Background: an optimization exercise with open tools, aiming at small area, a short achievable clock period and few clock cycles per item. Do not read the settings as production practice. Function was not checked in any run shown here: the RTL went through the layout flow alone.

$ cat flow/config.mk
export PLATFORM = sky130hd
export DESIGN_NAME = sha1_block_ctrl
export DESIGN_NICKNAME = sha1_block_ctrl
export VERILOG_FILES = /design/flow/design.v
export SDC_FILE = /design/flow/constraint.sdc
export NUM_CORES = 4
export LEC_CHECK = 0
export CAP_MARGIN = 20
export CORE_MARGIN = 2
export CORE_UTILIZATION = 30
export PLACE_DENSITY = 0.42
export SLEW_MARGIN = 20
$ cat flow/constraint.sdc
create_clock -name core_clock -period 10.0 [get_ports {clk}]
set_input_delay 2.0000 -clock core_clock [delete_from_list [all_inputs] [get_ports {clk}]]
set_output_delay 2.0000 -clock core_clock [all_outputs]
set_load 0.01 [all_outputs]
$ cat flow/design.v
package sha1_pkg;
  localparam logic [159:0] H_INIT = 160'h67452301_EFCDAB89_98BADCFE_10325476_C3D2E1F0;
  localparam logic [31:0] K_0_19  = 32'h5A827999;
  localparam logic [31:0] K_20_39 = 32'h6ED9EBA1;
  localparam logic [31:0] K_40_59 = 32'h8F1BBCDC;
  localparam logic [31:0] K_60_79 = 32'hCA62C1D6;
  function automatic logic [31:0] rotl1(input logic [31:0] x);
    rotl1 = {x[30:0], x[31]};
  endfunction
  function automatic logic [31:0] rotl5(input logic [31:0] x);
    rotl5 = {x[26:0], x[31:27]};
  endfunction
  function automatic logic [31:0] rotl30(input logic [31:0] x);
    rotl30 = {x[1:0], x[31:2]};
  endfunction
  function automatic logic [31:0] f_sel(input logic [1:0] g, input logic [31:0] b,
                                        input logic [31:0] c, input logic [31:0] d);
    logic [31:0] f;
    if (g == 2'd0) begin
      f = (b & c) | (~b & d);
    end else if (g == 2'd2) begin
      f = (b & c) | (b & d) | (c & d);
    end else begin
      f = b ^ c ^ d;
    end
    f_sel = f;
  endfunction
  function automatic logic [31:0] k_sel(input logic [1:0] g);
    logic [31:0] k;
    case (g)
      2'd0:    k = K_0_19;
      2'd1:    k = K_20_39;
      2'd2:    k = K_40_59;
      default: k = K_60_79;
    endcase
    k_sel = k;
  endfunction
endpackage
module sha1_round (
  input  logic [31:0] a_i,
  input  logic [31:0] b_i,
  input  logic [31:0] c_i,
  input  logic [31:0] d_i,
  input  logic [31:0] e_i,
  input  logic [31:0] w0_i,
  input  logic [31:0] w1_i,
  input  logic [1:0]  g_i,
  output logic [31:0] a1_o,
  output logic [31:0] a2_o
);
  logic [31:0] k, f0, f1, z1;
  assign k  = sha1_pkg::k_sel(g_i);
  assign f0 = sha1_pkg::f_sel(g_i, b_i, c_i, d_i);
  assign f1 = sha1_pkg::f_sel(g_i, a_i, sha1_pkg::rotl30(b_i), c_i);
  assign z1 = f1 + d_i + k + w1_i;
  assign a1_o = sha1_pkg::rotl5(a_i) + f0 + e_i + k + w0_i;
  assign a2_o = sha1_pkg::rotl5(a1_o) + z1;
endmodule
module sha1_block_ctrl (
  input  logic         clk,
  input  logic         reset,
  input  logic         init,
  input  logic         word_valid,
  output logic         word_ready,
  input  logic [31:0]  word_data,
  output logic         busy,
  output logic         digest_valid,
  output logic [159:0] digest
);
  logic [3:0]   cnt_q;
  logic [5:0]   p_q;
  logic [1:0]   g_q;
  logic         busy_q, dv_q, first_q;
  logic [159:0] h_q;
  logic [31:0]  a_q, b_q, c_q, d_q, e_q;
  logic [31:0]  we_q [8];
  logic [31:0]  wo_q [8];
  logic         take, ld, step, last;
  logic [159:0] sum_s, h_next;
  logic [31:0]  a1_s, a2_s, wen_s, won_s;
  assign word_ready   = !busy_q && !init;
  assign busy         = busy_q;
  assign digest_valid = dv_q;
  assign take = word_valid && word_ready;
  assign ld   = take && (cnt_q == 4'd0);
  assign step = busy_q || (take && !cnt_q[0] && (cnt_q != 4'd0));
  assign last = busy_q && (p_q == 6'd39);
  assign sum_s  = {h_q[159:128] + a_q, h_q[127:96] + b_q, h_q[95:64] + c_q,
                   h_q[63:32] + d_q, h_q[31:0] + e_q};
  assign digest = sum_s;
  assign h_next = first_q ? sha1_pkg::H_INIT : sum_s;
  assign wen_s = sha1_pkg::rotl1(wo_q[6] ^ we_q[4] ^ we_q[1] ^ we_q[0]);
  assign won_s = sha1_pkg::rotl1(we_q[7] ^ wo_q[4] ^ wo_q[1] ^ wo_q[0]);
  sha1_round u_round (
    .a_i(a_q), .b_i(b_q), .c_i(c_q), .d_i(d_q), .e_i(e_q),
    .w0_i(we_q[7]), .w1_i(wo_q[7]), .g_i(g_q),
    .a1_o(a1_s), .a2_o(a2_s)
  );
  always_ff @(posedge clk or posedge reset) begin
    if (reset) begin
      cnt_q   <= 4'd0;
      p_q     <= 6'd0;
      g_q     <= 2'd0;
      busy_q  <= 1'b0;
      dv_q    <= 1'b0;
      first_q <= 1'b1;
    end else if (init) begin
      cnt_q   <= 4'd0;
      p_q     <= 6'd0;
      g_q     <= 2'd0;
      busy_q  <= 1'b0;
      dv_q    <= 1'b0;
      first_q <= 1'b1;
    end else begin
      if (take) begin
        cnt_q <= cnt_q + 4'd1;
        dv_q  <= 1'b0;
        if (cnt_q == 4'd15) busy_q <= 1'b1;
      end
      if (ld) begin
        first_q <= 1'b0;
        p_q     <= 6'd0;
        g_q     <= 2'd0;
      end else if (step) begin
        p_q <= p_q + 6'd1;
        if (p_q == 6'd9 || p_q == 6'd19 || p_q == 6'd29) g_q <= g_q + 2'd1;
      end
      if (last) begin
        busy_q <= 1'b0;
        dv_q   <= 1'b1;
      end
    end
  end
  always_ff @(posedge clk) begin
    if (ld) begin
      h_q <= h_next;
      {a_q, b_q, c_q, d_q, e_q} <= h_next;
    end else if (step) begin
      a_q <= a2_s;
      b_q <= a1_s;
      c_q <= sha1_pkg::rotl30(a_q);
      d_q <= sha1_pkg::rotl30(b_q);
      e_q <= c_q;
    end
  end
  always_ff @(posedge clk) begin
    if (busy_q || (take && !cnt_q[0])) begin
      for (int i = 0; i < 7; i++) we_q[i] <= we_q[i+1];
      we_q[7] <= busy_q ? wen_s : word_data;
    end
    if (busy_q || (take && cnt_q[0])) begin
      for (int i = 0; i < 7; i++) wo_q[i] <= wo_q[i+1];
      wo_q[7] <= busy_q ? won_s : word_data;
    end
  end
endmodule
$ cat flow/run.sh
#!/bin/bash
# synth_recipe.tcl (not shown) runs the flow's synth.tcl, then flattens the netlist and writes it again
# the make line also repeats each setting of config.mk as NAME=value (left out here)
make -C /OpenROAD-flow-scripts/flow DESIGN_CONFIG=/design/flow/config.mk WORK_HOME=/design/flow/orfs CLKGATE_MAP_FILE= SYNTH_SCRIPT=/design/flow/synth_recipe.tcl finish
==> run summary, run 1 <==
FILL cells=16354; top post-synthesis cells by count=832 x edfxtp_1, 426 x inv_1, 322 x a21oi_1, 245 x fa_1, 235 x ha_1; Worst Path Arrival=10.02 ns; endpoints failing setup=0; Area contributors post-synth=edfxtp_1 50%, fa_1 9.9%, ha_1 5.9%; first-pass GRT wire length=230000 um; Initial DRT Pass Iterations=5; CP Max Fanout=13; Crit Path Category=reg -> reg; Synth area leader=edfxtp_1; EDFF count, synth=832; H-tree depth=3; post-synth top area share=50.4%; CP endpoint kind=register; Ys Warns=6; initial antenna violation count=6; setup TNS=0 ns; #FFs+latches synth=847; CTS tree=built; Ports=199; Starting Density=30.1%; residual DRC count=0; DRT iter0 DRCs=2338; Worst-Margin Slew=1.01 ns; Worst path most repeated cell=fa_1; share of cells above drive strength 1=9.80%; status=timing/DRC/antenna clean; CP max stage cell=fa_1; Hold Vio Cnt, Final=0; most frequent cell after synthesis=edfxtp_1; Clk pin slew, worst setup/hold paths=0.06 ns; required time worst endpoint=10.46 ns; CTS root buffer=clkbuf_16; Rel. slew slack=32.8%; largest net degree at the start of global routing=156; I/O Buffers=198; vias in the first global route=32300; Vias=32086; grt ovf=0; Mapped Nets=4558; routability cong.=0.902; Peak Freq=105 MHz; Core Box Area=164000 um2; area growth from synthesis to layout=17.9%; period utilisation layout=95.6%; DRT Wirelength=161000 um; Worst Hold Class=reg -> reg; asr flop ratio synth=1.77%; RSZ-0062 raised after global routing=no; Final ANT Viol Nets=0; crit path time final=9.56 ns; cts bufs inserted=103; gr usage total=18.9%; delay of the slowest critical-path stage=0.56 ns; die area=168000 um2; Syn Std Cell Area=49600 um2; ys flop type=edfxtp_1; library cells used by synthesis=87; register area share after synthesis=51.2%; Setup Skew=0.0555 ns; wire per inst=24.2 um; largest buffer count on any clock path=3; CP Launch Type=register; # rows=149; syn avg cell area=12.3 um2; Slew Limit Fails=0; post-DP HPWL=122000 um; Gate Count Post-Synth=4042; Via density=4.84; Final nets=4867; Die Span X=410 um; clock latency on the worst-skew pair=0.76 ns; clk sinks=847; Max Cap Violations=0; Die Height=410 um
[sequential cells by signal (all words and copies together) (netlist names)]
signal	count
b_q	32
p_q	6
a_q	32
e_q	32
g_q	2
we_q	256
wo_q	256
dv_q	1
first_q	1
cnt_q	4
h_q	160
busy_q	1
d_q	32
c_q	32
[final timing paths]
| check | from | endpoint | slack [ns] | cells past startpoint |
|---|---|---|---|---|
| max | g_q[0]$_DFFE_PP0P_ | a_q[30]$_DFFE_PP_ | 0.44 | 35 |
| min | wo_q[3][26]$_DFFE_PP_ | wo_q[2][26]$_DFFE_PP_ | 0.39 | 0 |
| max reg2reg | g_q[0]$_DFFE_PP0P_ | a_q[30]$_DFFE_PP_ | 0.44 | 35 |
| min reg2reg | wo_q[3][26]$_DFFE_PP_ | wo_q[2][26]$_DFFE_PP_ | 0.39 | 0 |
| max in group asynchronous | reset | busy_q$_DFFE_PP0P_ | 7.52 | 2 |
| min in group asynchronous | reset | p_q[4]$_DFFE_PP0P_ | 1.83 | 2 |
[logic make-up after synthesis]
group / count (synthesis) / share of synthesized area [%]
buffers and inverters: 530 / 4.02
xor gates and xnor gates: 404 / 7.14
and+or+nand+nor: 782 / 7.82
adders and majority gates: 480 / 15.8
muxes: 149 / 3.19
AOI/OAI and AO/OA: 850 / 10.8
DFF: 847 / 51.2
[stage by stage]
step | util, % | cell area (um2) | instances | setup slack [ns] | hold WS [ns]
final | 35.5 | 58400 | 6628 | 0.438 | 0.394
after CTS | 35.5 | 58400 | 6626 | 0.266 | 0.390
after global placement | 33.3 | 54800 | 6434 | 0.352 | 0.400
after floorplan | - | 49600 | 4042 | 1.06 | 0.400
after detailed placement | 33.3 | 54800 | 6434 | 0.332 | 0.405
after global routing | 35.5 | 58400 | 6627 | 0.0248 | 0.402
[area by class of cell]
class / instances / area [um2] / area share [%]
well taps: 2189 / 2740 / 4.69
flip-flops and latches: 847 / 25400 / 43.4
repair buffers: 307 / 2860 / 4.90
multi-input cells: 2665 / 22300 / 38.2
inverters: 427 / 1610 / 2.76
diodes: 1 / 2.50 / 0.00428
clock buffers: 131 / 2710 / 4.64
clock inverters: 61 / 820 / 1.40
[metal layers]
metal / share of wire, % / wire length (um) / vias up / global-route usage [%]
met5: 0 / 0 / - / 0
li1: - / - / 14949 / -
met1: 49 / 79400 / 16144 / 28.6
met2: 42 / 67200 / 804 / 27.2
met3: 5.3 / 8540 / 189 / 2.98
met4: 3.4 / 5480 / 0 / 6.76
[placed cells by master, fill, tap and decap left out, drive strengths merged, types with 25 or more instances in the layout]
master and count:
ha 235, a21o 99, nor3 53, a31oi 25
o21bai 35, buf 109, nand2b 25, clkbuf 131
a21oi 324, o21ai 149, xor2 198, xnor2 206
edfxtp 832, or2 72, nor2b 67, mux2i 77
fa 245, o21a 34, clkinv 37, clkdlybuf4s50 198
nor2 213, mux2 72, nand3 32, nand2 173
and2 69, a211oi 56, inv 431
[critical path: cells and delay by family, from the launching register on]
kind / cells / cell delay, ns
muxes: 2 / 0.64
xor gates and xnor gates: 2 / 0.39
DFF: 1 / 0.42
AOI/OAI and AO/OA: 15 / 3.32
and+or+nand+nor: 1 / 0.18
buffers and inverters: 6 / 0.56
adders and majority gates: 9 / 3.73
[what timing repair did]
item                                    CTS  global route
endpoints found under the setup margin    0             5
hold buffers                              0             0
gates resized for setup                   0             8
buffers inserted                          0             1
==> run 2, diff against run 1 <==
--- a/flow/config.mk
+++ b/flow/config.mk
@@ -7,6 +7,8 @@
 export LEC_CHECK = 0
+export ABC_CLOCK_PERIOD_IN_PS = 6000
 export CAP_MARGIN = 20
 export CORE_MARGIN = 2
-export CORE_UTILIZATION = 30
-export PLACE_DENSITY = 0.42
+export CORE_UTILIZATION = 40
+export PLACE_DENSITY = 0.55
+export SETUP_SLACK_MARGIN = 4.0
 export SLEW_MARGIN = 20
==> run 2 against run 1 <==
Effect of this change:
- via count rose by 5.6%
- largest cell class unchanged
- critical path type unchanged
- flip-flop and latch count did not move
- final area is 5.4% higher
- area after synthesis unchanged
- hold slack worse by 0.013 ns
- setup slack better by 0.89 ns
- cell count down 5.3%
- clock-buffer cell count down 13
==> run summary, run 2 <==
status=timing/DRC/antenna clean; met1 wire length=71300 um; Clk pin slew, worst setup/hold paths=0.07 ns; Starting Density=40.2%; clk sinks=847; Gate Count Post-Synth=4042; #FFs+latches synth=847; delay of the slowest critical-path stage=0.57 ns; Worst Hold Class=reg -> reg; WHS Endpoint=we_q[5][30]$_DFFE_PP_; Final ANT Viol Nets=0; CTS tree=built; CP Launch Type=register; Worst path most repeated cell=fa_1; wire per inst=24.4 um; grt ovf=0; reg2reg start=b_q[5]$_DFFE_PP_; Placed Cells incl. Taps=5848; largest buffer count on any clock path=3; register area=25400 um2; cts hold-fix bufs=0; commonest non-fill, non-tap cell in the layout=edfxtp_1; CP max stage cell=fa_1; reg2reg path depth=34; Placed Area=54100 um2; residual DRC count=0; Hold Vio Cnt, Final=0; Worst Path Arrival=9.08 ns; gr usage total=24.0%; DRT iter0 DRCs=3174; hold depth=0; CP Max Fanout=4; Worst-Margin Slew=1.33 ns; reg2reg end=a_q[31]$_DFFE_PP_; RSZ-0062 raised after global routing=yes; Finished Layout Cells=6277; Synth area leader=edfxtp_1; wire length on met2=65800 um; Max Cap Violations=0; first-pass GRT wire length=223000 um; post-synth top area share=50.4%; Core Box Area=123000 um2; required time worst endpoint=10.41 ns; Mapped Nets=4558; most frequent cells in the layout=832 x edfxtp_1, 406 x inv_1, 277 x buf_4; Rel. slew slack=11.3%; ys flop type=edfxtp_1; WL met3=10700 um; cts bufs inserted=96; Regs by FF count=we_q x256, wo_q x256, h_q x160; post-DP HPWL=111000 um; FILL cells=10955; Die Height=356 um; # rows=129; Ys Warns=6; register area share after synthesis=51.2%; top post-synthesis cells by count=832 x edfxtp_1, 426 x inv_1, 322 x a21oi_1, 245 x fa_1, 235 x ha_1; Initial DRT Pass Iterations=6; Reg2Reg Setup Slack=1.32 ns; clock latency on the worst-skew pair=0.70 ns; asr flop ratio synth=1.77%; Ports=199; Final nets=5076; top sig layer=met4; EDFF count, synth=832; min-delay src=we_q[6][30]$_DFFE_PP_; CP endpoint kind=register; Syn Std Cell Area=49600 um2; crit path time final=8.68 ns; Crit Path Category=reg -> reg; Die Span X=356 um; die area=127000 um2; vias in the first global route=33360; final instance area=61600 um2; endpoints failing setup=0; syn avg cell area=12.3 um2; library cells used by synthesis=87; Setup Skew=0.0604 ns; Slew Limit Fails=0; Area contributors post-synth=edfxtp_1 50%, fa_1 9.9%, ha_1 5.9%; H-tree depth=3; area of the multi-input gates=24800 um2; initial antenna violation count=4; Via density=5.40; Vias=33885; routability cong.=0.937; most frequent cell after synthesis=edfxtp_1; area growth from synthesis to layout=24.2%; period utilisation layout=86.8%; largest net degree at the start of global routing=180; Peak Freq=115 MHz; setup TNS=0 ns; CTS root buffer=clkbuf_16; share of cells above drive strength 1=21.4%; I/O Buffers=198; DRT Wirelength=153000 um
==> run 2: how the worst max path moves through the flow <==
| stage | slack, ns | cells after the start | endpoint | start |
|---|---|---|---|---|
| 5_1_grt | 1.01 | 34 | a_q[31]$_DFFE_PP_ | c_q[3]$_DFFE_PP_ |
| 3_3_place_gp | 0.58 | 35 | a_q[30]$_DFFE_PP_ | g_q[1]$_DFFE_PP0P_ |
| 3_5_place_dp | 0.46 | 35 | a_q[30]$_DFFE_PP_ | g_q[0]$_DFFE_PP0P_ |
| 4_1_cts | 1.36 | 34 | a_q[31]$_DFFE_PP_ | c_q[9]$_DFFE_PP_ |
| 2_1_floorplan | 1.83 | 37 | a_q[31]$_DFFE_PP_ | g_q[0]$_DFFE_PP0P_ |
| 6_report | 1.32 | 34 | a_q[31]$_DFFE_PP_ | b_q[5]$_DFFE_PP_ |
==> run 2: critical path, delay by kind of cell (launching register included) <==
family          cells  cell delay, ns
compound gates     16            3.17
simple gates        4            0.56
buf+inv             4            0.25
fa+ha+maj           8            3.48
xor+xnor            1            0.15
mux                 1            0.28
flops               1            0.47
==> run 2: final cells by class <==
type | count | share of cell area, %
Clock inverter | 59 | 1.16
Inverter | 427 | 2.62
Antenna cell | 1 | 0.00407
Timing Repair Buffer | 523 | 7.37
Multi-Input combinational cell | 2665 | 40.2
Tap cell | 1637 | 3.33
Clock buffer | 118 | 4.05
Sequential cell | 847 | 41.2
==> run 2: kinds of logic (layout without fill, tap and decap cells) <==
| group | after synthesis | after routing | synth area share, % |
|---|---|---|---|
| muxes | 149 | 149 | 3.19 |
| AOI/OAI and AO/OA | 850 | 850 | 10.8 |
| DFF | 847 | 847 | 51.2 |
| and+or+nand+nor | 782 | 782 | 7.82 |
| xor gates and xnor gates | 404 | 404 | 7.14 |
| other | 0 | 1 | 0 |
| adders and majority gates | 480 | 480 | 15.8 |
| buffers and inverters | 530 | 1127 | 4.02 |
==> run 2: stage by stage <==
step           setup WS (ns)  hold slack [ns]  util (%)
6_report                1.32            0.381      49.9
5_1_grt                 1.01            0.399      49.9
4_1_cts                 1.36            0.374      48.9
3_5_place_dp           0.463            0.405      43.8
3_3_place_gp           0.583            0.400      43.8
2_1_floorplan           1.83            0.400         -
==> run 2: routing by layer <==
metal  GRT usage [%]  vias to the layer above
met5               0                        -
met3            3.64                      221
met4            8.13                        0
met1            36.2                    17149
li1                -                    15340
met2            35.0                     1175
==> run 2: timing repair <==
item,CTS,global route
endpoints found under the setup margin,129,109
buffers inserted,175,75
resized for setup,477,209
cloned,1,0
pin swaps,174,143
==> run 3, diff against run 2 <==
--- a/flow/design.v
+++ b/flow/design.v
@@ -36,2 +36,42 @@
     k_sel = k;
+  endfunction
+  function automatic logic [31:0] csa_s(input logic [31:0] x, input logic [31:0] y,
+                                        input logic [31:0] z);
+    csa_s = x ^ y ^ z;
+  endfunction
+  function automatic logic [31:0] csa_c(input logic [31:0] x, input logic [31:0] y,
+                                        input logic [31:0] z);
+    logic [31:0] m;
+    m = (x & y) | (x & z) | (y & z);
+    csa_c = {m[30:0], 1'b0};
+  endfunction
+  function automatic logic [31:0] add_ks(input logic [31:0] x, input logic [31:0] y);
+    logic [31:0] g, p;
+    g = x & y;
+    p = x ^ y;
+    for (int l = 0; l < 5; l++) begin
+      for (int i = 31; i >= (1 << l); i--) begin
+        g[i] = g[i] | (p[i] & g[i - (1 << l)]);
+        p[i] = p[i] & p[i - (1 << l)];
+      end
+    end
+    add_ks = (x ^ y) ^ {g[30:0], 1'b0};
+  endfunction
+  function automatic logic [31:0] add_bk(input logic [31:0] x, input logic [31:0] y);
+    logic [31:0] g, p;
+    g = x & y;
+    p = x ^ y;
+    for (int l = 0; l < 5; l++) begin
+      for (int i = (2 << l) - 1; i < 32; i += (2 << l)) begin
+        g[i] = g[i] | (p[i] & g[i - (1 << l)]);
+        p[i] = p[i] & p[i - (1 << l)];
+      end
+    end
+    for (int l = 3; l >= 0; l--) begin
+      for (int i = (3 << l) - 1; i < 32; i += (2 << l)) begin
+        g[i] = g[i] | (p[i] & g[i - (1 << l)]);
+        p[i] = p[i] & p[i - (1 << l)];
+      end
+    end
+    add_bk = (x ^ y) ^ {g[30:0], 1'b0};
   endfunction
@@ -51,2 +91,3 @@
   logic [31:0] k, f0, f1, z1;
+  logic [31:0] s1, c1, s2, c2, s3, c3, u1, v1, u2, v2;
   assign k  = sha1_pkg::k_sel(g_i);
@@ -54,5 +95,15 @@
   assign f1 = sha1_pkg::f_sel(g_i, a_i, sha1_pkg::rotl30(b_i), c_i);
-  assign z1 = f1 + d_i + k + w1_i;
-  assign a1_o = sha1_pkg::rotl5(a_i) + f0 + e_i + k + w0_i;
-  assign a2_o = sha1_pkg::rotl5(a1_o) + z1;
+  assign s1 = sha1_pkg::csa_s(e_i, k, w0_i);
+  assign c1 = sha1_pkg::csa_c(e_i, k, w0_i);
+  assign s2 = sha1_pkg::csa_s(s1, c1, sha1_pkg::rotl5(a_i));
+  assign c2 = sha1_pkg::csa_c(s1, c1, sha1_pkg::rotl5(a_i));
+  assign s3 = sha1_pkg::csa_s(s2, c2, f0);
+  assign c3 = sha1_pkg::csa_c(s2, c2, f0);
+  assign a1_o = sha1_pkg::add_ks(s3, c3);
+  assign u1 = sha1_pkg::csa_s(d_i, k, w1_i);
+  assign v1 = sha1_pkg::csa_c(d_i, k, w1_i);
+  assign u2 = sha1_pkg::csa_s(u1, v1, f1);
+  assign v2 = sha1_pkg::csa_c(u1, v1, f1);
+  assign z1 = sha1_pkg::add_ks(u2, v2);
+  assign a2_o = sha1_pkg::add_ks(sha1_pkg::rotl5(a1_o), z1);
 endmodule
@@ -87,4 +138,5 @@
   assign last = busy_q && (p_q == 6'd39);
-  assign sum_s  = {h_q[159:128] + a_q, h_q[127:96] + b_q, h_q[95:64] + c_q,
-                   h_q[63:32] + d_q, h_q[31:0] + e_q};
+  assign sum_s  = {sha1_pkg::add_ks(h_q[159:128], a_q), sha1_pkg::add_ks(h_q[127:96], b_q),
+                   sha1_pkg::add_ks(h_q[95:64], c_q), sha1_pkg::add_ks(h_q[63:32], d_q),
+                   sha1_pkg::add_ks(h_q[31:0], e_q)};
   assign digest = sum_s;
==> run 3 against run 2 <==
Effect of this change:
- still clean
- maximum frequency grew 22%
- non-clock buffer count decreased by 62
- clock skew is 0.034 ns lower
- setup slack improved by 1.5 ns
- critical path type unchanged
==> run summary, run 3 <==
status=timing/DRC/antenna clean; Crit Path Category=reg -> reg; Die Span X=361 um; Gate Count Post-Synth=4291; EDFF count, synth=832; Ys Warns=6; register area share after synthesis=49.8%; CTS tree=built; required time worst endpoint=10.44 ns; Finished Layout Cells=6468; Peak Freq=140 MHz; Via density=5.43; most frequent cell after synthesis=edfxtp_1; Synth area leader=edfxtp_1; delay of the slowest critical-path stage=0.56 ns; Worst Path Arrival=7.58 ns; post-DP HPWL=114000 um; CTS root buffer=clkbuf_16; Core Box Area=126000 um2; Core Util, Final=49.3%; largest buffer count on any clock path=3; Ports=199; die area=130000 um2; first-pass GRT wire length=227000 um; DRT Wirelength=156000 um; mux contribution to synthesized area=3.71%; Initial DRT Pass Iterations=6; CP max stage cell=dfrtp_4; post-synthesis xor/xnor area fraction=7.67%; CP Launch Type=register; Max Cap Violations=0; # rows=130; period utilisation layout=71.4%; Final ANT Viol Nets=0; grt ovf=0; library cells used by synthesis=89; Starting Density=40.4%; top post-synthesis cells by count=832 x edfxtp_1, 400 x inv_1, 347 x a21oi_1, 267 x ha_1, 249 x nor2_1; share of cells above drive strength 1=19.4%; clk sinks=847; clock latency on the worst-skew pair=0.69 ns; Vias=35128; CP endpoint kind=register; syn avg cell area=11.9 um2; asr flop ratio synth=1.77%; Clk pin slew, worst setup/hold paths=0.06 ns; I/O Buffers=198; #FFs+latches synth=847; residual DRC count=0; cts bufs inserted=96; Mapped Nets=4796; largest net degree at the start of global routing=173; Final nets=5243; area of the multi-input gates=25800 um2; Placed Cells incl. Taps=6052; final instance area=62100 um2; largest family of logic cells by synthesized area=adder cells; commonest non-fill, non-tap cell in the layout=edfxtp_1; Post-Synth Adder-Cell Area=14.6%; Area contributors post-synth=edfxtp_1 49%, fa_1 7.9%, ha_1 6.6%; Slew Limit Fails=0; crit path time final=7.14 ns; Setup Skew=0.0269 ns; Placed Area=55000 um2; Synth Area in Simple Gates=8.49%; Regs by FF count=we_q x256, wo_q x256, h_q x160; FILL cells=11253; register area=25400 um2; most frequent cells in the layout=832 x edfxtp_1, 385 x inv_1, 305 x a21oi_1; gr usage total=23.4%; RSZ-0062 raised after global routing=yes; setup TNS=0 ns; post-synth top area share=49.0%; vias in the first global route=34439; Hold Vio Cnt, Final=0; DRT iter0 DRCs=3234; DP Worst Slack=1.67 ns; routability cong.=0.958; Worst Setup Slack, final=2.86 ns; wire per inst=24.1 um; Worst-Margin Slew=1.14 ns; CP Max Fanout=6; Syn Std Cell Area=51000 um2; Die Height=361 um; Rel. slew slack=24.0%; Compound-Gate Fraction of Synth Area=12.0%; area growth from synthesis to layout=21.8%; cts hold-fix bufs=0; initial antenna violation count=1; endpoints failing setup=0; H-tree depth=3; Min Hold Slack=0.407 ns; Worst Hold Class=reg -> reg; ys flop type=edfxtp_1
[run 3: timing repair]
action / in CTS / in global routing
setup buffers: 177 / 61
resized for setup: 363 / 208
pin swaps: 124 / 129
endpoints found under the setup margin: 146 / 104
[run 3: critical path: cells and delay by family (launching register included)]
family / cells / cell delay [ns]
AOI/OAI and AO/OA: 11 / 2.23
xor gates and xnor gates: 2 / 0.32
adders and majority gates: 6 / 2.26
buffers and inverters: 6 / 0.50
DFF: 1 / 0.56
muxes: 1 / 0.26
and+or+nand+nor: 5 / 0.75
[run 3: worst paths after layout]
kind	startpoint	to	slack, ns	cells after the start
min	wo_q[5][30]$_DFFE_PP_	wo_q[4][30]$_DFFE_PP_	0.41	0
min in group asynchronous	reset	p_q[4]$_DFFE_PP0P_	1.80	2
min reg2reg	wo_q[5][30]$_DFFE_PP_	wo_q[4][30]$_DFFE_PP_	0.41	0
max reg2reg	g_q[0]$_DFFE_PP0P_	a_q[31]$_DFFE_PP_	2.86	31
max in group asynchronous	reset	busy_q$_DFFE_PP0P_	7.66	2
max	g_q[0]$_DFFE_PP0P_	a_q[31]$_DFFE_PP_	2.86	31
[run 3: final cells by class]
cell class | count | area share, %
multi-input cells | 2930 | 41.5
flip-flops and latches | 847 | 40.9
repair buffers | 461 | 6.56
clock buffers | 120 | 4.10
well taps | 1650 | 3.32
inverters | 402 | 2.46
clock inverters | 56 | 1.15
diodes | 2 | 0.00806
[run 3: cells by family (layout without fill, tap and decap cells)]
logic type,Yosys count,after routing
AO/OA/AOI/OAI,952,952
XOR/XNOR,445,445
other,0,2
adder cells (fa/ha/maj),474,474
multiplexers,176,176
AND/OR/NAND/NOR,883,883
flip-flops,847,847
buffers and inverters,514,1039
[run 3: layer usage]
| layer | vias up | track usage (%) | share of wire, % |
|---|---|---|---|
| li1 | 16256 | - | - |
| met1 | 17740 | 34.3 | 47 |
| met2 | 938 | 36.0 | 45 |
| met3 | 194 | 2.93 | 5.0 |
| met4 | 0 | 7.81 | 3.3 |
| met5 | - | 0 | 0 |
==> run 4, diff against run 3 <==
--- a/flow/design.v
+++ b/flow/design.v
@@ -76,2 +76,16 @@
     add_bk = (x ^ y) ^ {g[30:0], 1'b0};
+  endfunction
+  function automatic logic [26:0] add_ks27c(input logic [26:0] x, input logic [26:0] y,
+                                            input logic cin);
+    logic [26:0] g, p, cy;
+    g = x & y;
+    p = x ^ y;
+    for (int l = 0; l < 5; l++) begin
+      for (int i = 26; i >= (1 << l); i--) begin
+        g[i] = g[i] | (p[i] & g[i - (1 << l)]);
+        p[i] = p[i] & p[i - (1 << l)];
+      end
+    end
+    cy = {g[25:0], 1'b0} | ({p[25:0], 1'b1} & {27{cin}});
+    add_ks27c = (x ^ y) ^ cy;
   endfunction
@@ -92,2 +106,4 @@
   logic [31:0] s1, c1, s2, c2, s3, c3, u1, v1, u2, v2;
+  logic [26:0] xs, xc;
+  logic [5:0]  lo;
   assign k  = sha1_pkg::k_sel(g_i);
@@ -107,3 +123,6 @@
   assign z1 = sha1_pkg::add_ks(u2, v2);
-  assign a2_o = sha1_pkg::add_ks(sha1_pkg::rotl5(a1_o), z1);
+  assign lo = {1'b0, z1[4:0]} + {1'b0, a1_o[31:27]};
+  assign xs = s3[26:0] ^ c3[26:0] ^ z1[31:5];
+  assign xc = {(s3[25:0] & c3[25:0]) | (s3[25:0] & z1[30:5]) | (c3[25:0] & z1[30:5]), 1'b0};
+  assign a2_o = {sha1_pkg::add_ks27c(xs, xc, lo[5]), lo[4:0]};
 endmodule
==> run 4 against run 3 <==
Effect of this change:
- still clean on timing, DRC and antenna
- flip-flop and latch count unchanged
- wire length decreased by 0.86%
==> run summary, run 4 <==
status=timing/DRC/antenna clean; # rows=130; share of cells above drive strength 1=21.4%; EDFF count, synth=832; I/O Buffers=198; clock latency on the worst-skew pair=0.75 ns; Syn Std Cell Area=50600 um2; Die Span X=360 um; H-tree depth=3; gr usage total=23.3%; Final nets=5238; top post-synthesis cells by count=832 x edfxtp_1, 424 x inv_1, 336 x a21oi_1, 269 x ha_1, 237 x nor2_1; largest net degree at the start of global routing=154; period utilisation layout=76.8%; hold depth=0; Hold Vio Cnt, Final=0; Ys Warns=6; family with the most delay on the worst path=compound AO/OA/AOI/OAI gates; register area share after synthesis=50.2%; required time worst endpoint=10.47 ns; post-DP HPWL=110000 um; Vias=34695; die area=129000 um2; post-synth top area share=49.4%; Gate Count Post-Synth=4193; Worst Path Arrival=8.15 ns; reg2reg path depth=32; Die Height=360 um; critical path depth=32; library cells used by synthesis=87; CTS tree=built; cts hold-fix bufs=0; setup TNS=0 ns; crit path time final=7.68 ns; syn avg cell area=12.1 um2; Initial DRT Pass Iterations=5; endpoints failing setup=0; Rel. slew slack=29.7%; #FFs+latches synth=847; first-pass GRT wire length=223000 um; crit path buf inv count=6; min-delay src=wo_q[2][1]$_DFFE_PP_; Worst-Margin Slew=1.06 ns; CP Launch Type=register; ys flop type=edfxtp_1; Via density=5.40; asr flop ratio synth=1.77%; initial antenna violation count=4; residual DRC count=0; FILL cells=11076; delay of the slowest critical-path stage=0.54 ns; Setup Skew=0.0505 ns; Core Util, Final=50.3%; Area contributors post-synth=edfxtp_1 49%, fa_1 9.3%, ha_1 6.7%; CP endpoint kind=register; Synth area leader=edfxtp_1; WHS Endpoint=wo_q[1][1]$_DFFE_PP_; cts bufs inserted=94; vias in the first global route=33827; Regs by FF count=we_q x256, wo_q x256, h_q x160; reg2reg end=a_q[31]$_DFFE_PP_; Antenna Cells=0; DRT iter0 DRCs=3239; CP Max Fanout=4; Mapped Nets=4733; Clk pin slew, worst setup/hold paths=0.06 ns; commonest non-fill, non-tap cell in the layout=edfxtp_1; area growth from synthesis to layout=24.8%; Worst Hold Class=reg -> reg; Reg2Reg Setup Slack=2.32 ns; Peak Freq=130 MHz; Final ANT Viol Nets=0; reg2reg start=g_q[0]$_DFFE_PP0P_; grt ovf=0; largest buffer count on any clock path=3; clk sinks=847; Slew Limit Fails=0; Core Box Area=126000 um2; Max Cap Violations=0; CP max stage cell=dfrtp_4; DRT Wirelength=154000 um; Ports=199; Crit Path Category=reg -> reg; CTS root buffer=clkbuf_16; most frequent cells in the layout=832 x edfxtp_1, 407 x inv_1, 285 x a21oi_1; Starting Density=40.3%; RSZ-0062 raised after global routing=yes; routability cong.=0.937; most frequent cell after synthesis=edfxtp_1; wire per inst=24.0 um
==> run 4: kinds of logic (layout without fill, tap and decap cells) <==
group | after synthesis | in the layout | share of synthesized area [%]
fa+ha+maj | 504 | 504 | 16.0
flops | 847 | 847 | 50.2
buf+inv | 528 | 1114 | 3.94
mux | 133 | 133 | 2.81
simple gates | 800 | 800 | 7.62
xor+xnor | 450 | 450 | 7.81
compound gates | 931 | 931 | 11.7
==> run 4: stage by stage <==
stage,std cells,instance area [um2],worst slack [ns],hold WS (ns)
floorplan,4193,50800,2.89,0.400
global placement,5959,54700,1.39,0.400
detailed placement,5959,54700,1.30,0.405
CTS,6303,61200,2.44,0.397
global route,6429,63100,2.11,0.407
finish,6429,63100,2.32,0.402
==> run 4: area by class of cell <==
| type | count | area (um2) | share of cell area [%] |
|---|---|---|---|
| Multi-Input combinational cell | 2818 | 26200 | 41.5 |
| Tap cell | 1650 | 2060 | 3.27 |
| Timing Repair Buffer | 513 | 4590 | 7.27 |
| Inverter | 424 | 1620 | 2.56 |
| Clock buffer | 119 | 2500 | 3.96 |
| Clock inverter | 58 | 795 | 1.26 |
| Sequential cell | 847 | 25400 | 40.2 |
==> run 4: what timing repair did <==
action	4_1_cts	5_1_grt
cloned	1	0
pin swaps	161	179
buffers inserted	166	126
gates resized for setup	464	277
endpoints found under the setup margin	136	107
==> run 4: worst max path at each step <==
stage | endpoint | slack (ns) | from
final | a_q[31]$_DFFE_PP_ | 2.32 | g_q[0]$_DFFE_PP0P_
after global routing | a_q[21]$_DFFE_PP_ | 2.11 | g_q[0]$_DFFE_PP0P_
after CTS | a_q[31]$_DFFE_PP_ | 2.44 | g_q[0]$_DFFE_PP0P_
after detailed placement | a_q[31]$_DFFE_PP_ | 1.30 | g_q[0]$_DFFE_PP0P_
after global placement | a_q[31]$_DFFE_PP_ | 1.39 | g_q[0]$_DFFE_PP0P_
after floorplan | a_q[31]$_DFFE_PP_ | 2.89 | g_q[0]$_DFFE_PP0P_
==> run 4: metal layers <==
metal	vias up	routed length (um)	global-route usage, %
met4	2	4930	6.87
met3	187	10300	4.54
met5	-	13	0
met1	17609	72500	34.7
met2	1050	66600	34.5
li1	15847	-	-
==> run 5, diff against run 4 <==
--- a/flow/design.v
+++ b/flow/design.v
@@ -97,5 +97,4 @@
   input  logic [31:0] d_i,
-  input  logic [31:0] e_i,
-  input  logic [31:0] w0_i,
-  input  logic [31:0] w1_i,
+  input  logic [31:0] p_i,
+  input  logic [31:0] q_i,
   input  logic [1:0]  g_i,
@@ -104,25 +103,17 @@
 );
-  logic [31:0] k, f0, f1, z1;
-  logic [31:0] s1, c1, s2, c2, s3, c3, u1, v1, u2, v2;
-  logic [26:0] xs, xc;
-  logic [5:0]  lo;
-  assign k  = sha1_pkg::k_sel(g_i);
+  logic [31:0] f0, f1, s1, c1;
+  logic [26:0] x1, y1, x2, y2;
+  logic [5:0]  zl, lo;
   assign f0 = sha1_pkg::f_sel(g_i, b_i, c_i, d_i);
   assign f1 = sha1_pkg::f_sel(g_i, a_i, sha1_pkg::rotl30(b_i), c_i);
-  assign s1 = sha1_pkg::csa_s(e_i, k, w0_i);
-  assign c1 = sha1_pkg::csa_c(e_i, k, w0_i);
-  assign s2 = sha1_pkg::csa_s(s1, c1, sha1_pkg::rotl5(a_i));
-  assign c2 = sha1_pkg::csa_c(s1, c1, sha1_pkg::rotl5(a_i));
-  assign s3 = sha1_pkg::csa_s(s2, c2, f0);
-  assign c3 = sha1_pkg::csa_c(s2, c2, f0);
-  assign a1_o = sha1_pkg::add_ks(s3, c3);
-  assign u1 = sha1_pkg::csa_s(d_i, k, w1_i);
-  assign v1 = sha1_pkg::csa_c(d_i, k, w1_i);
-  assign u2 = sha1_pkg::csa_s(u1, v1, f1);
-  assign v2 = sha1_pkg::csa_c(u1, v1, f1);
-  assign z1 = sha1_pkg::add_ks(u2, v2);
-  assign lo = {1'b0, z1[4:0]} + {1'b0, a1_o[31:27]};
-  assign xs = s3[26:0] ^ c3[26:0] ^ z1[31:5];
-  assign xc = {(s3[25:0] & c3[25:0]) | (s3[25:0] & z1[30:5]) | (c3[25:0] & z1[30:5]), 1'b0};
-  assign a2_o = {sha1_pkg::add_ks27c(xs, xc, lo[5]), lo[4:0]};
+  assign s1 = sha1_pkg::csa_s(sha1_pkg::rotl5(a_i), f0, p_i);
+  assign c1 = sha1_pkg::csa_c(sha1_pkg::rotl5(a_i), f0, p_i);
+  assign a1_o = sha1_pkg::add_ks(s1, c1);
+  assign zl = {1'b0, f1[4:0]} + {1'b0, q_i[4:0]};
+  assign lo = {1'b0, a1_o[31:27]} + {1'b0, zl[4:0]};
+  assign x1 = s1[26:0] ^ c1[26:0] ^ f1[31:5];
+  assign y1 = {(s1[25:0] & c1[25:0]) | (s1[25:0] & f1[30:5]) | (c1[25:0] & f1[30:5]), 1'b0};
+  assign x2 = x1 ^ y1 ^ q_i[31:5];
+  assign y2 = {(x1[25:0] & y1[25:0]) | (x1[25:0] & q_i[30:5]) | (y1[25:0] & q_i[30:5]), zl[5]};
+  assign a2_o = {sha1_pkg::add_ks27c(x2, y2, lo[5]), lo[4:0]};
 endmodule
@@ -144,6 +135,9 @@
   logic [159:0] h_q;
-  logic [31:0]  a_q, b_q, c_q, d_q, e_q;
+  logic [31:0]  a_q, b_q, c_q, d_q, pe_q, qd_q;
   logic [31:0]  we_q [8];
   logic [31:0]  wo_q [8];
-  logic         take, ld, step, last;
+  logic         take, ld, pq0, step, last;
+  logic [1:0]   gn_s;
+  logic [5:0]   pn_s;
+  logic [31:0]  k_s, pe_x, qd_x, pe_d, qd_d;
   logic [159:0] sum_s, h_next;
@@ -155,3 +149,4 @@
   assign ld   = take && (cnt_q == 4'd0);
-  assign step = busy_q || (take && !cnt_q[0] && (cnt_q != 4'd0));
+  assign pq0  = take && (cnt_q == 4'd2);
+  assign step = busy_q || (take && !cnt_q[0] && (cnt_q[3:2] != 2'd0));
   assign last = busy_q && (p_q == 6'd39);
@@ -159,5 +154,14 @@
                    sha1_pkg::add_ks(h_q[95:64], c_q), sha1_pkg::add_ks(h_q[63:32], d_q),
-                   sha1_pkg::add_ks(h_q[31:0], e_q)};
+                   h_q[31:0]};
   assign digest = sum_s;
   assign h_next = first_q ? sha1_pkg::H_INIT : sum_s;
+  assign pn_s = p_q + 6'd1;
+  assign gn_s = (pn_s < 6'd10) ? 2'd0 : (pn_s < 6'd20) ? 2'd1 : (pn_s < 6'd30) ? 2'd2 : 2'd3;
+  assign k_s  = sha1_pkg::k_sel(gn_s);
+  assign pe_x = pq0 ? h_q[31:0] : c_q;
+  assign qd_x = pq0 ? d_q : sha1_pkg::rotl30(b_q);
+  assign pe_d = sha1_pkg::add_ks(sha1_pkg::csa_s(pe_x, k_s, we_q[7]),
+                                 sha1_pkg::csa_c(pe_x, k_s, we_q[7]));
+  assign qd_d = sha1_pkg::add_ks(sha1_pkg::csa_s(qd_x, k_s, wo_q[7]),
+                                 sha1_pkg::csa_c(qd_x, k_s, wo_q[7]));
   assign wen_s = sha1_pkg::rotl1(wo_q[6] ^ we_q[4] ^ we_q[1] ^ we_q[0]);
@@ -165,5 +169,4 @@
   sha1_round u_round (
-    .a_i(a_q), .b_i(b_q), .c_i(c_q), .d_i(d_q), .e_i(e_q),
-    .w0_i(we_q[7]), .w1_i(wo_q[7]), .g_i(g_q),
-    .a1_o(a1_s), .a2_o(a2_s)
+    .a_i(a_q), .b_i(b_q), .c_i(c_q), .d_i(d_q), .p_i(pe_q), .q_i(qd_q),
+    .g_i(g_q), .a1_o(a1_s), .a2_o(a2_s)
   );
@@ -195,4 +198,4 @@
       end else if (step) begin
-        p_q <= p_q + 6'd1;
-        if (p_q == 6'd9 || p_q == 6'd19 || p_q == 6'd29) g_q <= g_q + 2'd1;
+        p_q <= pn_s;
+        g_q <= gn_s;
       end
@@ -207,3 +210,7 @@
       h_q <= h_next;
-      {a_q, b_q, c_q, d_q, e_q} <= h_next;
+    end else if (last) begin
+      h_q[31:0] <= sha1_pkg::add_ks(h_q[31:0], c_q);
+    end
+    if (ld) begin
+      {a_q, b_q, c_q, d_q} <= h_next[159:32];
     end else if (step) begin
@@ -213,3 +220,6 @@
       d_q <= sha1_pkg::rotl30(b_q);
-      e_q <= c_q;
+    end
+    if (pq0 || step) begin
+      pe_q <= pe_d;
+      qd_q <= qd_d;
     end
--- a/flow/config.mk
+++ b/flow/config.mk
@@ -7,3 +7,3 @@
 export LEC_CHECK = 0
-export ABC_CLOCK_PERIOD_IN_PS = 6000
+export ABC_CLOCK_PERIOD_IN_PS = 5000
 export CAP_MARGIN = 20
@@ -12,3 +12,3 @@
 export PLACE_DENSITY = 0.55
-export SETUP_SLACK_MARGIN = 4.0
+export SETUP_SLACK_MARGIN = 5.0
 export SLEW_MARGIN = 20
==> run 5 against run 4 <==
Effect of this change:
- hold slack better by 0.0042 ns
- area after synthesis increased by 4.0%
- global-route usage increased by 1.1 points
- clock-buffer cell count grew 9
- wire length grew 8.7%
- final area rose by 6.3%
- critical path depth is 5 lower
- clock skew shrank 0.0032 ns
- critical path type unchanged
- critical endpoint unchanged
- highest routed layer is now met4
==> run summary, run 5 <==
Mapped Nets=4988; area growth from synthesis to layout=27.6%; top post-synthesis cells by count=864 x edfxtp_1, 405 x a21oi_1, 354 x nor2_1, 304 x inv_1, 301 x ha_1; Rel. slew slack=31.3%; Ports=199; Gate Count Post-Synth=4442; H-tree depth=3; RSZ-0062 raised after global routing=yes; Die Height=367 um; Initial DRT Pass Iterations=5; CP Max Fanout=4; most frequent cell after synthesis=edfxtp_1; Clk pin slew, worst setup/hold paths=0.06 ns; Min Hold Slack=0.406 ns; crit path time final=6.85 ns; routability cong.=0.912; period utilisation layout=68.5%; cts hold-fix bufs=0; Via density=5.47; Ys Warns=4; Worst Path Arrival=7.41 ns; Area contributors post-synth=edfxtp_1 49%, fa_1 8.0%, ha_1 7.2%; CP Launch Type=register; Syn Std Cell Area=52600 um2; post-DP HPWL=117000 um; Slew Limit Fails=0; Regs by FF count=we_q x256, wo_q x256, h_q x160; setup TNS=0 ns; largest buffer count on any clock path=3; Vias=37719; EDFF count, synth=864; clock latency on the worst-skew pair=0.74 ns; FILL cells=11397; #FFs+latches synth=879; CP endpoint kind=register; grt ovf=0; share of cells above drive strength 1=25.9%; Final nets=5602; first-pass GRT wire length=244000 um; largest net degree at the start of global routing=177; Die Span X=367 um; crit path buf inv count=3; die area=134000 um2; Starting Density=40.1%; gr usage total=24.4%; family with the most delay on the worst path=compound AO/OA/AOI/OAI gates; asr flop ratio synth=1.71%; DRT Wirelength=168000 um; Placed Area=56700 um2; CP max stage cell=fa_1; cts bufs inserted=102; Core Box Area=131000 um2; ys flop type=edfxtp_1; register area share after synthesis=50.1%; delay of the slowest critical-path stage=0.56 ns; library cells used by synthesis=85; commonest non-fill, non-tap cell in the layout=edfxtp_1; syn avg cell area=11.8 um2; Final ANT Viol Nets=0; CTS tree=built; Crit Path Category=reg -> reg; wire per inst=24.3 um; final instance area=67100 um2; Setup Skew=0.0473 ns; most frequent cells in the layout=864 x edfxtp_1, 330 x a21oi_1, 328 x nor2_1, 328 x buf_4, 284 x inv_1; Worst-Margin Slew=1.03 ns; # rows=133; Hold Vio Cnt, Final=0; post-synth top area share=49.4%; Max Cap Violations=0; status=timing/DRC/antenna clean; Peak Freq=146 MHz; clk sinks=879; endpoints failing setup=0; required time worst endpoint=10.56 ns; I/O Buffers=198; Worst Hold Class=reg -> reg; vias in the first global route=36866; Antenna Cells=0; Synth area leader=edfxtp_1; residual DRC count=0; DRT iter0 DRCs=3171; initial antenna violation count=2; CTS root buffer=clkbuf_16
run 5: cell count changes after synthesis, sizes merged, moves of 23 or more:
cell    change
nor2      +117
nor3       +25
a21o       -24
buf        +32
fa         -26
nand2      +28
ha         +32
a21oi      +74
o21ai      +28
inv       -119
a211oi     -23
edfxtp     +32
run 5: repair_timing:
item / CTS / global route
resized for setup: 931 / 262
setup endpoints to repair: 226 / 179
setup buffers: 317 / 110
cloned: 2 / 0
pin swaps: 286 / 216
run 5: final timing paths:
| check | start | end | slack (ns) | depth (start not counted) |
|---|---|---|---|---|
| hold reg to reg | we_q[5][8]$_DFFE_PP_ | we_q[4][8]$_DFFE_PP_ | 0.41 | 0 |
| max in group asynchronous | reset | g_q[0]$_DFFE_PP0P_ | 7.47 | 2 |
| hold / removal | we_q[5][8]$_DFFE_PP_ | we_q[4][8]$_DFFE_PP_ | 0.41 | 0 |
| setup reg to reg | b_q[1]$_DFFE_PP_ | a_q[31]$_DFFE_PP_ | 3.15 | 27 |
| min in group asynchronous | reset | g_q[1]$_DFFE_PP0P_ | 1.90 | 2 |
| setup / recovery | b_q[1]$_DFFE_PP_ | a_q[31]$_DFFE_PP_ | 3.15 | 27 |
run 5: final cells by class:
type                       instances  area, um2  share of cell area (%)
clock buffer                     128       2690                    4.02
sequential                       879      26300                    39.3
clock inverter                    65        633                   0.944
multi-input combinational       3112      28300                    42.2
timing repair buffer             655       5720                    8.52
inverter                         306       1190                    1.77
tap                             1755       2200                    3.27
run 5: worst reg2reg max path, cell delays in order, from the launching register on:
cell and delay (ns):
edfxtp_1 0.41, buf_6 0.15, fa_1 0.55, a21oi_2 0.08
fa_1 0.56, inv_2 0.06, ha_4 0.17, fa_2 0.37
a211oi_2 0.20, nor2_2 0.07, o31a_1 0.29, o211ai_1 0.35
a21oi_2 0.12, o21a_1 0.21, o31a_1 0.25, or4_4 0.43
a31oi_4 0.26, xnor2_4 0.19, ha_4 0.26, nand3b_1 0.12
nor2_1 0.06, a211oi_2 0.29, o221ai_4 0.18, buf_12 0.19
a21oi_4 0.21, o21ai_2 0.09, or4_1 0.48, nand3_1 0.09
run 5: per-stage QoR:
step	std cells	setup slack (ns)	util [%]
floorplan	4442	3.87	-
global placement	6278	2.13	43.3
detailed placement	6278	2.04	43.3
CTS	6790	3.25	49.6
global route	6900	2.99	51.2
finish	6900	3.15	51.2
run 5: routing by layer:
layer | global-route usage, % | up-vias | routed length [um]
li1 | - | 17170 | -
met1 | 36.0 | 19036 | 77400
met2 | 36.7 | 1255 | 73200
met3 | 3.53 | 258 | 10600
met4 | 8.60 | 0 | 6500
met5 | 0 | - | 0
run 5: cell families (layout without fill, tap and decap cells):
| logic type | Yosys count | in the layout | share of synthesized area, % |
|---|---|---|---|
| AO/OA/AOI/OAI | 1006 | 1006 | 11.9 |
| XOR/XNOR | 451 | 451 | 7.51 |
| adder cells (fa/ha/maj) | 511 | 511 | 15.1 |
| buffers and inverters | 453 | 1154 | 3.47 |
| flip-flops | 879 | 879 | 50.1 |
| multiplexers | 155 | 155 | 3.13 |
| AND/OR/NAND/NOR | 987 | 989 | 8.78 |
==> run 6, diff against run 5 <==
--- a/flow/design.v
+++ b/flow/design.v
@@ -133,3 +133,3 @@
   logic [1:0]   g_q;
-  logic         busy_q, dv_q, first_q;
+  logic         busy_q, fin_q, dv_q, first_q;
   logic [159:0] h_q;
@@ -138,7 +138,7 @@
   logic [31:0]  wo_q [8];
-  logic         take, ld, pq0, step, last;
+  logic         take, ld, pq0, step, last, fold;
   logic [1:0]   gn_s;
   logic [5:0]   pn_s;
-  logic [31:0]  k_s, pe_x, qd_x, pe_d, qd_d;
-  logic [159:0] sum_s, h_next;
+  logic [31:0]  k_s, pe_x, pe_w, qd_x, qd_w, pe_d, qd_d;
+  logic [127:0] st_init;
   logic [31:0]  a1_s, a2_s, wen_s, won_s;
@@ -147,2 +147,3 @@
   assign digest_valid = dv_q;
+  assign digest       = h_q;
   assign take = word_valid && word_ready;
@@ -150,18 +151,16 @@
   assign pq0  = take && (cnt_q == 4'd2);
-  assign step = busy_q || (take && !cnt_q[0] && (cnt_q[3:2] != 2'd0));
-  assign last = busy_q && (p_q == 6'd39);
-  assign sum_s  = {sha1_pkg::add_ks(h_q[159:128], a_q), sha1_pkg::add_ks(h_q[127:96], b_q),
-                   sha1_pkg::add_ks(h_q[95:64], c_q), sha1_pkg::add_ks(h_q[63:32], d_q),
-                   h_q[31:0]};
-  assign digest = sum_s;
-  assign h_next = first_q ? sha1_pkg::H_INIT : sum_s;
+  assign step = (busy_q && !fin_q) || (take && !cnt_q[0] && (cnt_q[3:2] != 2'd0));
+  assign last = busy_q && !fin_q && (p_q == 6'd39);
+  assign fold = last || fin_q;
   assign pn_s = p_q + 6'd1;
   assign gn_s = (pn_s < 6'd10) ? 2'd0 : (pn_s < 6'd20) ? 2'd1 : (pn_s < 6'd30) ? 2'd2 : 2'd3;
-  assign k_s  = sha1_pkg::k_sel(gn_s);
+  assign k_s  = fold ? 32'd0 : sha1_pkg::k_sel(gn_s);
   assign pe_x = pq0 ? h_q[31:0] : c_q;
-  assign qd_x = pq0 ? d_q : sha1_pkg::rotl30(b_q);
-  assign pe_d = sha1_pkg::add_ks(sha1_pkg::csa_s(pe_x, k_s, we_q[7]),
-                                 sha1_pkg::csa_c(pe_x, k_s, we_q[7]));
-  assign qd_d = sha1_pkg::add_ks(sha1_pkg::csa_s(qd_x, k_s, wo_q[7]),
-                                 sha1_pkg::csa_c(qd_x, k_s, wo_q[7]));
+  assign pe_w = last ? h_q[31:0] : fin_q ? h_q[95:64] : we_q[7];
+  assign qd_x = pq0 ? d_q : fin_q ? b_q : sha1_pkg::rotl30(b_q);
+  assign qd_w = last ? h_q[63:32] : fin_q ? h_q[127:96] : wo_q[7];
+  assign pe_d = sha1_pkg::add_ks(sha1_pkg::csa_s(pe_x, k_s, pe_w),
+                                 sha1_pkg::csa_c(pe_x, k_s, pe_w));
+  assign qd_d = sha1_pkg::add_ks(sha1_pkg::csa_s(qd_x, k_s, qd_w),
+                                 sha1_pkg::csa_c(qd_x, k_s, qd_w));
   assign wen_s = sha1_pkg::rotl1(wo_q[6] ^ we_q[4] ^ we_q[1] ^ we_q[0]);
@@ -172,2 +171,3 @@
   );
+  assign st_init = first_q ? sha1_pkg::H_INIT[159:32] : h_q[159:32];
   always_ff @(posedge clk or posedge reset) begin
@@ -178,2 +178,3 @@
       busy_q  <= 1'b0;
+      fin_q   <= 1'b0;
       dv_q    <= 1'b0;
@@ -185,2 +186,3 @@
       busy_q  <= 1'b0;
+      fin_q   <= 1'b0;
       dv_q    <= 1'b0;
@@ -201,3 +203,5 @@
       end
-      if (last) begin
+      if (last) fin_q <= 1'b1;
+      if (fin_q) begin
+        fin_q  <= 1'b0;
         busy_q <= 1'b0;
@@ -208,9 +212,14 @@
   always_ff @(posedge clk) begin
+    if (ld && first_q) begin
+      h_q <= sha1_pkg::H_INIT;
+    end else if (last) begin
+      h_q[31:0]  <= pe_d;
+      h_q[63:32] <= qd_d;
+    end else if (fin_q) begin
+      h_q[95:64]   <= pe_d;
+      h_q[127:96]  <= qd_d;
+      h_q[159:128] <= sha1_pkg::add_bk(h_q[159:128], a_q);
+    end
     if (ld) begin
-      h_q <= h_next;
-    end else if (last) begin
-      h_q[31:0] <= sha1_pkg::add_ks(h_q[31:0], c_q);
-    end
-    if (ld) begin
-      {a_q, b_q, c_q, d_q} <= h_next[159:32];
+      {a_q, b_q, c_q, d_q} <= st_init;
     end else if (step) begin
==> run 6 against run 5 <==
Effect of this change:
- still clean
- flip-flop and latch count up 1
- via count down 10%
- maximum frequency up 2.1%
- core utilization down 1.2 points
- cell count down 11%
- global-route usage up 1.1 points
- synthesized cell count down 7.3%
- register-to-register slack better by 0.14 ns
- non-clock buffer count down 192
- critical path type unchanged
==> run summary, run 6 <==
gr usage total=25.5%; Ys Warns=4; Hold Vio Cnt, Final=0; most frequent cell after synthesis=edfxtp_1; top post-synthesis cells by count=704 x edfxtp_1, 367 x a21oi_1, 360 x nand2_1, 344 x nor2_1, 297 x inv_1; I/O Buffers=198; Setup Skew=0.0385 ns; Min Hold Slack=0.407 ns; Peak Freq=149 MHz; Vias=33910; DRT Wirelength=158000 um; Gate Count Post-Synth=4118; CTS root buffer=clkbuf_16; Worst Hold Class=reg -> reg; FILL cells=10445; Die Height=349 um; Final nets=4933; RSZ-0062 raised after global routing=yes; Synth area leader=edfxtp_1; setup TNS=0 ns; delay of the slowest critical-path stage=0.58 ns; # rows=126; post-DP HPWL=108000 um; Ports=199; cts bufs inserted=99; Placed Area=51500 um2; grt ovf=0; CP Launch Type=register; CP Max Fanout=4; Syn Std Cell Area=47600 um2; Mapped Nets=4549; Crit Path Category=reg -> reg; DRT iter0 DRCs=3379; CTS tree=built; Via density=5.54; CP max stage cell=fa_1; Area contributors post-synth=edfxtp_1 44%, fa_1 9.5%, dfxtp_1 6.7%; most frequent cells in the layout=704 x edfxtp_1, 341 x nand2_1, 323 x nor2_1; required time worst endpoint=10.42 ns; Placed Cells incl. Taps=5707; Rel. slew slack=32.5%; Core Box Area=118000 um2; commonest non-fill, non-tap cell in the layout=edfxtp_1; CP endpoint kind=register; Regs by FF count=we_q x256, wo_q x256, h_q x160; Worst Path Arrival=7.13 ns; asr flop ratio synth=1.82%; die area=122000 um2; largest buffer count on any clock path=3; Max Cap Violations=0; Initial DRT Pass Iterations=6; area growth from synthesis to layout=24.1%; ys flop type=edfxtp_1; final instance area=59100 um2; period utilisation layout=67.1%; area of the multi-input gates=23200 um2; Antenna Cells=0; post-synth top area share=44.4%; Clk pin slew, worst setup/hold paths=0.06 ns; Worst-Margin Slew=1.01 ns; H-tree depth=3; Worst path most repeated cell=a21oi_2; residual DRC count=0; crit path time final=6.71 ns; wire per inst=25.9 um; Finished Layout Cells=6122; status=timing/DRC/antenna clean; clk sinks=880; register area share after synthesis=52.0%; Starting Density=40.3%; endpoints failing setup=0; #FFs+latches synth=880; share of cells above drive strength 1=16.5%; vias in the first global route=32755; Final ANT Viol Nets=0; routability cong.=0.939; reg2reg path depth=31; register area=24800 um2; first-pass GRT wire length=227000 um; clock latency on the worst-skew pair=0.71 ns; syn avg cell area=11.6 um2; Die Span X=349 um; Slew Limit Fails=0; initial antenna violation count=5; library cells used by synthesis=88; hold depth=0; largest net degree at the start of global routing=159; EDFF count, synth=704
run 6: cell types whose count changed after synthesis, sizes merged, moves of 37 or more:
cell,change
nand3b,+64
o21ai,+39
a21oi,-40
xnor2,-76
dfxtp,+160
mux2i,+73
a21o,-37
mux2,-60
edfxtp,-160
and2,-57
clkbuf,+58
ha,-132
nand2,+127
or2,-61
run 6: logic make-up after synthesis:
family | count (synthesis) | synth area share (%)
muxes | 168 | 3.57
buffers and inverters | 484 | 3.90
adders and majority gates | 396 | 14.0
AOI/OAI and AO/OA | 907 | 11.5
DFF | 880 | 52.0
xor gates and xnor gates | 342 | 6.32
and+or+nand+nor | 941 | 8.69
run 6: per-layer routing:
layer  vias up  wire length (um)  GRT usage, %
met3       371             10600          4.28
met1     16954             68000          34.9
met2      1302             71100          39.6
met5         -                 0             0
met4         0              8690          11.9
li1      15283                 -             -
run 6: what timing repair did:
action	in CTS	in global routing
hold buffers	0	0
resized for setup	233	197
cloned	3	2
pin swaps	157	135
setup buffers	128	97
setup endpoints to repair	219	183
run 6: path summary, 6_finish.rpt:
path                       slack (ns)                     to                   from
setup reg to reg                 3.29      a_q[27]$_DFFE_PP_       b_q[1]$_DFFE_PP_
min in group asynchronous        1.84   cnt_q[0]$_DFFE_PP0P_                  reset
max in group asynchronous        7.59        fin_q$_DFF_PP0_                  reset
hold / removal                   0.41  we_q[4][22]$_DFFE_PP_  we_q[5][22]$_DFFE_PP_
hold reg to reg                  0.41  we_q[4][22]$_DFFE_PP_  we_q[5][22]$_DFFE_PP_
setup / recovery                 3.29      a_q[27]$_DFFE_PP_       b_q[1]$_DFFE_PP_
run 6: metrics by stage:
| stage | utilization [%] | setup slack, ns |
|---|---|---|
| finish | 50.0 | 3.29 |
| global route | 50.0 | 3.04 |
| CTS | 48.5 | 3.37 |
| detailed placement | 43.6 | 1.97 |
| global placement | 43.6 | 2.06 |
| floorplan | - | 3.75 |
run 6: layout make-up:
type                            instances  area share [%]
Sequential cell                       880            41.9
Inverter                              301            1.99
Clock buffer                          122            4.52
Timing Repair Buffer                  463            7.87
Tap cell                             1536            3.25
Clock inverter                         63            1.19
Multi-Input combinational cell       2757            39.2
run 6: worst max-delay path: cells and delay by family (launching register included):
kind,cells,cell delay [ns]
DFF,1,0.46
and+or+nand+nor,3,0.34
xor gates and xnor gates,2,0.27
AOI/OAI and AO/OA,17,2.96
buffers and inverters,4,0.40
adders and majority gates,5,1.98

[re-timing with driven ports]
How much do the figures lean on ideal ports? The routed layouts below were timed once more, with nothing changed but the port constraints. Step 1 (the two cells are an assumption about what drives the block):
set clk [get_ports {clk}]
set_driving_cell -lib_cell sky130_fd_sc_hd__clkbuf_16 $clk
set_driving_cell -lib_cell sky130_fd_sc_hd__buf_2 [delete_from_list [all_inputs] $clk]
Step 2 moves the port delays by t, midway between the first and last clock arrival at a register: inputs arrive t later, outputs are due t later. That takes back most of the time a late clock gives input paths. a / b / c = ideal ports / drivers / drivers and shift; a / b = the first two.
run	t (ns)	setup slack, ns	hold WS [ns]	worst register clock-pin slew, ns
run 1	0.806	0.438 / 0.438 / 0.438	0.394 / 0.394 / 0.394	0.07 / 0.07
run 2	0.750	1.325 / 1.325 / 1.325	0.381 / 0.381 / 0.381	0.08 / 0.08
run 3	0.756	2.862 / 2.862 / 2.862	0.407 / 0.407 / 0.407	0.07 / 0.07
run 4	0.795	2.323 / 2.323 / 2.323	0.402 / 0.402 / 0.402	0.07 / 0.07
run 5	0.792	3.149 / 3.149 / 3.149	0.406 / 0.406 / 0.406	0.07 / 0.07
run 6	0.767	3.290 / 3.290 / 2.995	0.407 / 0.407 / 0.407	0.07 / 0.07
After both steps setup and hold are still met in every run listed. For run 6, which loses most, drivers alone change the setup slack by 0.000 ns; drivers and shift together by -0.295 ns.
